What follows belongs to an exercise in optimizing a design on an open flow for small area; a production flow would make more cautious choices.
Where RTL was checked, it was by simulation tests only, not by an equivalence proof against the original.
No activity file was given, so power comes from the tool's default toggle rates.

== exp/violet ==
==> flow/design.v <==
package img_params_pkg;
  localparam int IMG_WIDTH_DEF  = 220;
  localparam int IMG_HEIGHT_DEF = 220;
  localparam int DATA_WIDTH_DEF = 8;
  localparam int WIN_ELEMS  = 9;
  localparam int WIN_CENTRE = 4;
  typedef enum logic [2:0] {
    ST_IDLE   = 3'd0,
    ST_ACTIVE = 3'd1,
    ST_EOL    = 3'd2,
    ST_FLUSH  = 3'd3,
    ST_DONE   = 3'd4
  } gw_state_e;
endpackage
module gray_line_ram #(
  parameter int DEPTH = 443,
  parameter int DW    = 8
) (
  input  logic                clk,
  input  logic                en,
  input  logic                en0,
  input  logic [DW-1:0]       din,
  output logic [DEPTH*DW-1:0] q
);
  logic [DW-1:0]           head_q;
  logic [(DEPTH-1)*DW-1:0] tail_q;
  always_ff @(posedge clk) begin
    if (en || en0) head_q <= din;
    if (en)        tail_q <= {tail_q[(DEPTH-2)*DW-1:0], head_q};
  end
  assign q = {tail_q, head_q};
endmodule
import img_params_pkg::*;
module gray_window_3x3 #(
  parameter int IMG_WIDTH  = img_params_pkg::IMG_WIDTH_DEF,
  parameter int IMG_HEIGHT = img_params_pkg::IMG_HEIGHT_DEF,
  parameter int DATA_WIDTH = img_params_pkg::DATA_WIDTH_DEF
) (
  input  logic                              clk,
  input  logic                              rstn,
  input  logic                              start,
  input  logic                              in_valid,
  input  logic [DATA_WIDTH-1:0]             in_data,
  output logic                              in_ready,
  output logic                              win_valid,
  output logic [9*DATA_WIDTH-1:0]           win_data,
  output logic [$clog2(IMG_HEIGHT)-1:0]     out_row,
  output logic [$clog2(IMG_WIDTH)-1:0]      out_col,
  output logic                              busy,
  output logic                              done
);
  localparam int DW    = DATA_WIDTH;
  localparam int W     = IMG_WIDTH;
  localparam int AW    = $clog2(IMG_WIDTH);
  localparam int RW    = $clog2(IMG_HEIGHT);
  localparam int DEPTH = 2 * W + 3;
  img_params_pkg::gw_state_e    state_q, state_d;
  logic [AW-1:0]                ccol_q, ccol_d;
  logic [RW-1:0]                crow_q, crow_d;
  logic                         win_valid_q, win_valid_d;
  logic                         done_q, done_d;
  logic                         in_ready_q, in_ready_d;
  logic                         accept;
  logic                         first;
  logic                         shift_en;
  logic [DEPTH*DW-1:0]          line_q;
  logic                         pt, pb, pl, pr;
  assign accept   = in_valid && in_ready_q;
  assign first    = (ccol_q == AW'(W - 1));
  assign shift_en = (accept && !first) || (state_q == ST_EOL) ||
                    (state_q == ST_FLUSH);
  gray_line_ram #(.DEPTH(DEPTH), .DW(DW)) u_line (
    .clk  (clk),
    .en   (shift_en),
    .en0  (accept),
    .din  (~in_data),
    .q    (line_q)
  );
  always_comb begin
    state_d     = state_q;
    ccol_d      = ccol_q;
    crow_d      = crow_q;
    win_valid_d = 1'b0;
    done_d      = 1'b0;
    case (state_q)
      ST_IDLE: begin
        if (start) begin
          state_d = ST_ACTIVE;
          ccol_d  = AW'(W - 1);
          crow_d  = RW'(-2);
        end
      end
      ST_ACTIVE: begin
        if (accept) begin
          ccol_d = (ccol_q == AW'(W)) ? '0 : ccol_q + AW'(1);
          if (first) crow_d = crow_q + RW'(1);
          else       win_valid_d = (crow_q != '1);
          if (ccol_q == AW'(W - 3)) state_d = ST_EOL;
        end
      end
      ST_EOL: begin
        ccol_d      = AW'(W - 1);
        win_valid_d = (crow_q != '1);
        state_d     = (crow_q == RW'(IMG_HEIGHT - 2)) ? ST_FLUSH : ST_ACTIVE;
      end
      ST_FLUSH: begin
        win_valid_d = 1'b1;
        crow_d      = RW'(IMG_HEIGHT - 1);
        if (crow_q != RW'(IMG_HEIGHT - 1)) ccol_d = '0;
        else                               ccol_d = ccol_q + AW'(1);
        if (crow_q == RW'(IMG_HEIGHT - 1) && ccol_q == AW'(W - 2))
          state_d = ST_DONE;
      end
      ST_DONE: begin
        state_d = ST_IDLE;
        done_d  = 1'b1;
      end
      default: state_d = ST_IDLE;
    endcase
    in_ready_d = (state_d == ST_ACTIVE);
  end
  always_ff @(posedge clk or negedge rstn) begin
    if (!rstn) begin
      state_q     <= ST_IDLE;
      win_valid_q <= 1'b0;
      done_q      <= 1'b0;
      in_ready_q  <= 1'b0;
    end else begin
      state_q     <= state_d;
      win_valid_q <= win_valid_d;
      done_q      <= done_d;
      in_ready_q  <= in_ready_d;
    end
  end
  always_ff @(posedge clk) begin
    ccol_q <= ccol_d;
    crow_q <= crow_d;
  end
  assign pt = (crow_q == '0);
  assign pb = (crow_q == RW'(IMG_HEIGHT - 1));
  assign pl = (ccol_q == '0);
  assign pr = (ccol_q == AW'(W - 1));
  for (genvar gi = 0; gi < 3; gi++) begin : g_r
    for (genvar gj = 0; gj < 3; gj++) begin : g_c
      localparam int K = 3*gi + gj;
      localparam int P = (2 - gi) * W + (2 - gj);
      logic kill;
      assign kill = (gi == 0 && pt) || (gi == 2 && pb) ||
                    (gj == 0 && pl) || (gj == 2 && pr);
      assign win_data[DW*K +: DW] = ~(line_q[DW*P +: DW] | {DW{kill}});
    end
  end
  assign in_ready  = in_ready_q;
  assign win_valid = win_valid_q;
  assign out_row   = crow_q;
  assign out_col   = ccol_q;
  assign busy      = (state_q != ST_IDLE);
  assign done      = done_q;
endmodule
Settings: LEC_CHECK=0, CAP_MARGIN=20, CORE_MARGIN=2, CORE_UTILIZATION=60, PLACE_DENSITY=0.7, SLEW_MARGIN=20; clock period 10.0 ns.
standard.sh (not shown) runs the stock make flow with config.mk's settings and CLKGATE_MAP_FILE= SYNTH_SCRIPT=/design/flow/synth_recipe.tcl, a recipe that flattens the netlist after the stock synthesis.
==> flow/flow/run.sh <==
#!/bin/bash
# The standard layout (standard.sh), with two changes passed through the
# environment: clock tree synthesis without dummy loads and with clustering
# of our own choice, and the smallest buffer for the port buffers.
export CTS_ARGS="-sink_clustering_enable -repair_clock_nets -dont_use_dummy_load -buf_list sky130_fd_sc_hd__clkbuf_8 -sink_clustering_size 18 -sink_clustering_max_diameter 50"
export BUFFER_PORTS_ARGS="-buffer_cell sky130_fd_sc_hd__buf_1"
bash standard.sh > standard_sh.log 2>&1
#### Input delta (exp/juniper over exp/violet)
==> flow/design.v, changed modules only <==
module gray_line_ram #(
  parameter int DEPTH = 443,
  parameter int DW    = 8
) (
  input  logic                clk,
  input  logic                en,
  input  logic [DW-1:0]       din,
  output logic [DEPTH*DW-1:0] q
);
  logic [DEPTH*DW-1:0] sr_q;
  always_ff @(posedge clk) begin
    if (en) sr_q <= {sr_q[(DEPTH-1)*DW-1:0], din};
  end
  assign q = sr_q;
endmodule
module gray_window_3x3 #(
  parameter int IMG_WIDTH  = img_params_pkg::IMG_WIDTH_DEF,
  parameter int IMG_HEIGHT = img_params_pkg::IMG_HEIGHT_DEF,
  parameter int DATA_WIDTH = img_params_pkg::DATA_WIDTH_DEF
) (
  input  logic                              clk,
  input  logic                              rstn,
  input  logic                              start,
  input  logic                              in_valid,
  input  logic [DATA_WIDTH-1:0]             in_data,
  output logic                              in_ready,
  output logic                              win_valid,
  output logic [9*DATA_WIDTH-1:0]           win_data,
  output logic [$clog2(IMG_HEIGHT)-1:0]     out_row,
  output logic [$clog2(IMG_WIDTH)-1:0]      out_col,
  output logic                              busy,
  output logic                              done
);
  localparam int DW    = DATA_WIDTH;
  localparam int W     = IMG_WIDTH;
  localparam int AW    = $clog2(IMG_WIDTH);
  localparam int RW    = $clog2(IMG_HEIGHT);
  localparam int DEPTH = 2 * W + 3;
  img_params_pkg::gw_state_e    state_q, state_d;
  logic [AW-1:0]                ccol_q, ccol_d;
  logic [RW-1:0]                crow_q, crow_d;
  logic                         win_valid_q, win_valid_d;
  logic                         vshift_q, vshift_d;
  logic                         done_q, done_d;
  logic                         in_ready_q, in_ready_d;
  logic                         accept;
  logic                         shift_en;
  logic [DEPTH*DW-1:0]          line_q;
  logic                         pt, pb, pl, pr;
  assign accept   = in_valid && in_ready_q;
  assign shift_en = accept || (state_q == ST_FLUSH);
  gray_line_ram #(.DEPTH(DEPTH), .DW(DW)) u_line (
    .clk  (clk),
    .en   (shift_en),
    .din  (in_data),
    .q    (line_q)
  );
  always_comb begin
    state_d     = state_q;
    ccol_d      = ccol_q;
    crow_d      = crow_q;
    win_valid_d = 1'b0;
    vshift_d    = 1'b0;
    done_d      = 1'b0;
    case (state_q)
      ST_IDLE: begin
        if (start) begin
          state_d = ST_ACTIVE;
          ccol_d  = AW'(W - 1);
          crow_d  = RW'(-2);
        end
      end
      ST_ACTIVE: begin
        if (accept) begin
          ccol_d = (ccol_q == AW'(W)) ? '0 : ccol_q + AW'(1);
          if (ccol_q == AW'(W - 1)) begin
            crow_d = crow_q + RW'(1);
          end else begin
            win_valid_d = (crow_q != '1);
          end
          if (ccol_q == AW'(W - 3)) state_d = ST_EOL;
        end
      end
      ST_EOL: begin
        ccol_d      = AW'(W - 1);
        win_valid_d = (crow_q != '1);
        vshift_d    = 1'b1;
        state_d     = (crow_q == RW'(IMG_HEIGHT - 2)) ? ST_FLUSH : ST_ACTIVE;
      end
      ST_FLUSH: begin
        win_valid_d = 1'b1;
        vshift_d    = 1'b1;
        crow_d      = RW'(IMG_HEIGHT - 1);
        if (crow_q != RW'(IMG_HEIGHT - 1)) ccol_d = '0;
        else                               ccol_d = ccol_q + AW'(1);
        if (crow_q == RW'(IMG_HEIGHT - 1) && ccol_q == AW'(W - 2))
          state_d = ST_DONE;
      end
      ST_DONE: begin
        state_d = ST_IDLE;
        done_d  = 1'b1;
      end
      default: state_d = ST_IDLE;
    endcase
    in_ready_d = (state_d == ST_ACTIVE);
  end
  always_ff @(posedge clk or negedge rstn) begin
    if (!rstn) begin
      state_q     <= ST_IDLE;
      win_valid_q <= 1'b0;
      done_q      <= 1'b0;
      in_ready_q  <= 1'b0;
    end else begin
      state_q     <= state_d;
      win_valid_q <= win_valid_d;
      done_q      <= done_d;
      in_ready_q  <= in_ready_d;
    end
  end
  always_ff @(posedge clk) begin
    ccol_q   <= ccol_d;
    crow_q   <= crow_d;
    vshift_q <= vshift_d;
  end
  assign pt = (crow_q == '0);
  assign pb = (crow_q == RW'(IMG_HEIGHT - 1));
  assign pl = (ccol_q == '0);
  assign pr = (ccol_q == AW'(W - 1));
  for (genvar gi = 0; gi < 3; gi++) begin : g_r
    for (genvar gj = 0; gj < 3; gj++) begin : g_c
      localparam int K  = 3*gi + gj;
      localparam int PN = (2 - gi) * W + (2 - gj);
      localparam int PS = (PN > 0) ? PN - 1 : 0;
      logic kill, sel_n, sel_s;
      assign kill  = (gi == 0 && pt) || (gi == 2 && pb) ||
                     (gj == 0 && pl) || (gj == 2 && pr);
      assign sel_n = !kill && !vshift_q;
      assign sel_s = !kill && vshift_q && (PN > 0);
      assign win_data[DW*K +: DW] = (line_q[DW*PN +: DW] & {DW{sel_n}}) |
                                    (line_q[DW*PS +: DW] & {DW{sel_s}});
    end
  end
  assign in_ready  = in_ready_q;
  assign win_valid = win_valid_q;
  assign out_row   = crow_q;
  assign out_col   = ccol_q;
  assign busy      = (state_q != ST_IDLE);
  assign done      = done_q;
endmodule
==> comparison <==
Comparing exp/juniper with exp/violet, the first-iteration DRC count came out essentially unchanged. Looking at total wire length after detailed routing across exp/juniper and exp/violet, the one that comes out higher is exp/juniper. Min count of non-CTS buffers in the layout across exp/juniper and exp/violet: exp/violet. Re final area: exp/juniper is about 0.6% up on exp/violet. Changes observed in exp/juniper relative to exp/violet: leakage power summed over all cells decreased by 8.3 nW relative to the old numbers, tightest slew margin relative to the limit increased by 12 points relative to the old numbers.
Function not checked in exp/violet: the RTL went through the layout flow alone.

[afterwards: timing with drivers on the ports]
The results above use ideal ports. As a check the final layouts listed here were re-extracted and re-timed, cells and wires unchanged.
Step 1: set_driving_cell puts a clkbuf_16 on clk and a buf_2 on each other input, an assumption about the parent block.
Step 2 moves the port delays by t, midway between the first and last clock arrival at a register: inputs arrive t later, outputs are due t later. That takes back most of the time a late clock gives input paths.
Three values: ideal ports, drivers, drivers and shift; two values: the first two.
run	shift t [ns]	setup slack, ns	worst setup path after step 2
exp/violet	0.969	4.033 / 3.959 / 4.682	input to register
exp/juniper	1.002	4.216 / 4.142 / 4.874	input to register
After both steps setup and hold are still met in every run listed.
